Context: an optimization exercise on an open-source flow, tuned for small area, a short achievable clock period and few clock cycles. The choices shown serve that exercise and are no tape-out recipe. The RTL was checked by simulation tests, not by an equivalence proof against the original design. Power figures rest on the tool's default switching activity, not on a simulated workload.

==> flow/design.v (excerpt) <==
module usb_audio_unpack_volume (
  input  wire logic               clk,
  input  wire logic               rst_n,
  input  wire logic               in_valid,
  output logic                    in_stall,
  input  wire logic [7:0]         in_data_byte,
  input  wire logic               in_last_byte,
  output logic                    out_valid,
  input  wire logic               out_stall,
  output logic signed [31:0]      out_left_sample,
  output logic signed [31:0]      out_right_sample,
  output logic                    out_last_frame,
  input  wire logic               cfg_wr_en,
  input  wire logic [1:0]         cfg_index,
  input  wire logic [15:0]        cfg_data
);
Settings: LEC_CHECK=0, CAP_MARGIN=20, CORE_MARGIN=2, CORE_UTILIZATION=40, CTS_BUF_LIST=sky130_fd_sc_hd__clkbuf_8, CTS_CLUSTER_SIZE=30, SETUP_SLACK_MARGIN=5, SLEW_MARGIN=20; clock period 10.0 ns.
standard.sh (not shown) runs the stock make flow with config.mk's settings and CLKGATE_MAP_FILE= SYNTH_SCRIPT=/design/flow/synth_recipe.tcl, a recipe that flattens the netlist after the stock synthesis.
==> flow/flow/run.sh <==
#!/bin/bash
set -euo pipefail
bash standard.sh SETUP_SLACK_MARGIN=7 "BUFFER_PORTS_ARGS=-buffer_cell sky130_fd_sc_hd__buf_1" finish > standard_make.log 2>&1
The first run ran to the end with no violations.
Testbench counts at the start, summed over its fixed seeds: cycles 19,044.
Edit:
==> flow/flow/run.sh (replaced) <==
#!/bin/bash
set -euo pipefail
bash standard.sh SETUP_SLACK_MARGIN=6.75 "BUFFER_PORTS_ARGS=-buffer_cell sky130_fd_sc_hd__buf_1" finish > standard_make.log 2>&1
--- a/flow/config.mk
+++ b/flow/config.mk
@@ -14,0 +15 @@
+export TNS_END_PERCENT = 10
Outcome: Worst hold slack gains 0.019 ns. Synthesized area is unchanged. Wire length drops by 5.6%.


usb_audio_unpack_volume again, from the RTL that the note above started with.
// usb_audio_unpack_volume
module usb_audio_unpack_volume (
  input  wire logic               clk,
  input  wire logic               rst_n,
  input  wire logic               in_valid,
  output logic                    in_stall,
  input  wire logic [7:0]         in_data_byte,
  input  wire logic               in_last_byte,
  output logic                    out_valid,
  input  wire logic               out_stall,
  output logic signed [31:0]      out_left_sample,
  output logic signed [31:0]      out_right_sample,
  output logic                    out_last_frame,
  input  wire logic               cfg_wr_en,
  input  wire logic [1:0]         cfg_index,
  input  wire logic [15:0]        cfg_data
);
==> flow/config.mk <==
export PLATFORM = sky130hd
export DESIGN_NAME = usb_audio_unpack_volume
export DESIGN_NICKNAME = usb_audio_unpack_volume
export VERILOG_FILES = /design/flow/design.v
export SDC_FILE = /design/flow/constraint.sdc
export NUM_CORES = 4
export LEC_CHECK = 0
export CAP_MARGIN = 20
export CORE_MARGIN = 2
export CORE_UTILIZATION = 40
export CTS_BUF_LIST = sky130_fd_sc_hd__clkbuf_8
export CTS_CLUSTER_SIZE = 30
export SETUP_SLACK_MARGIN = 5
export SLEW_MARGIN = 20
==> flow/constraint.sdc <==
create_clock -name core_clock -period 10.0 [get_ports {clk}]
set_input_delay 2.0000 -clock core_clock [delete_from_list [all_inputs] [get_ports {clk}]]
set_output_delay 2.0000 -clock core_clock [all_outputs]
set_load 0.01 [all_outputs]
==> flow/flow/run.sh <==
#!/bin/bash
set -euo pipefail
bash standard.sh SETUP_SLACK_MARGIN=6.25 "BUFFER_PORTS_ARGS=-buffer_cell sky130_fd_sc_hd__buf_1" finish > standard_make.log 2>&1
Testbench counts at the start, summed over its fixed seeds: cycles 19,044.
Next try:
==> flow/flow/run.sh (replaced) <==
#!/bin/bash
set -euo pipefail
bash standard.sh SETUP_SLACK_MARGIN=6.75 "BUFFER_PORTS_ARGS=-buffer_cell sky130_fd_sc_hd__buf_1" finish > standard_make.log 2>&1
Outcome: Sequential cell count stays the same. Clock-buffer cell count decreases by 2. Sequential power is about the same. Cell area went up by 3.9%. Synthesized cell count does not change. Total power drops by 2.1%. Register-to-register slack is better by 0.43 ns. First-iteration DRC count is higher by 3.4%. Global-route usage rose by 0.74 points. Final cell count goes up by 2.0%.
Next try:
==> flow/flow/run.sh (replaced) <==
#!/bin/bash
set -euo pipefail
bash standard.sh SETUP_SLACK_MARGIN=6.5 "BUFFER_PORTS_ARGS=-buffer_cell sky130_fd_sc_hd__buf_1" finish > standard_make.log 2>&1
Result: The changed run went through all stages and came out clean. Cell area shrinks by 1.7%. Setup slack degrades by 0.22 ns. Via count went down by 0.89%. Total power came out higher by 5.5%. Wire length hardly moves.
Next try:
==> flow/flow/run.sh (replaced) <==
#!/bin/bash
set -euo pipefail
bash standard.sh SETUP_SLACK_MARGIN=6.75 "BUFFER_PORTS_ARGS=-buffer_cell sky130_fd_sc_hd__buf_1" finish > standard_make.log 2>&1
--- a/flow/config.mk
+++ b/flow/config.mk
@@ -6,4 +6,5 @@
 export NUM_CORES = 4
 export LEC_CHECK = 0
+export ABC_AREA = 1
 export CAP_MARGIN = 20
 export CORE_MARGIN = 2
Routed wire length grows by about 4%.
Die area grows by about 1.2%.
Global-route usage grows by 0.93 points.
Setup slack improves by 0.11 ns.
Via count grows by about 9%.
Synthesized cell count grows by 21%.
Cell count grows by about 18%.
Total power grows by about 17%.
Critical path depth shrinks by 12.

## afterwards: timing with drivers on the ports
In the flow no input, the clock included, has a driving cell. The finished layouts below were timed again as built, in two steps.
Step 1 assumes that a clkbuf_16 drives the clock port and a buf_2 every other input.
Step 2 also shifts input and output timing later by t, the mid clock arrival at the registers, as if the neighbouring blocks saw the same clock.
a / b / c = ideal / step 1 / step 2; a / b = the first two.
run | t (ns) | slack for setup (ns) | worst register clock-pin slew, ns | worst data-port slew with drivers (ns)
the first run of note 1 | 0.718 | 6.787 / 6.732 / 6.176 | 0.07 / 0.07 | 0.05
the second run of note 1 | 0.723 | 6.708 / 6.708 / 6.040 | 0.07 / 0.07 | 0.05
the first run of note 2 | 0.708 | 6.376 / 6.376 / 5.731 | 0.06 / 0.06 | 0.05
the second run of note 2 | 0.736 | 6.792 / 6.730 / 6.120 | 0.06 / 0.06 | 0.07
the third run of note 2 | 0.714 | 6.577 / 6.577 / 5.933 | 0.08 / 0.08 | 0.07
the fourth run of note 2 | 0.705 | 6.691 / 6.635 / 6.152 | 0.06 / 0.06 | 0.04
After both steps setup and hold are still met in every run listed. The setup slack of the second run of note 2, which loses most, moves by -0.062 ns with the drivers and by -0.672 ns with both steps.
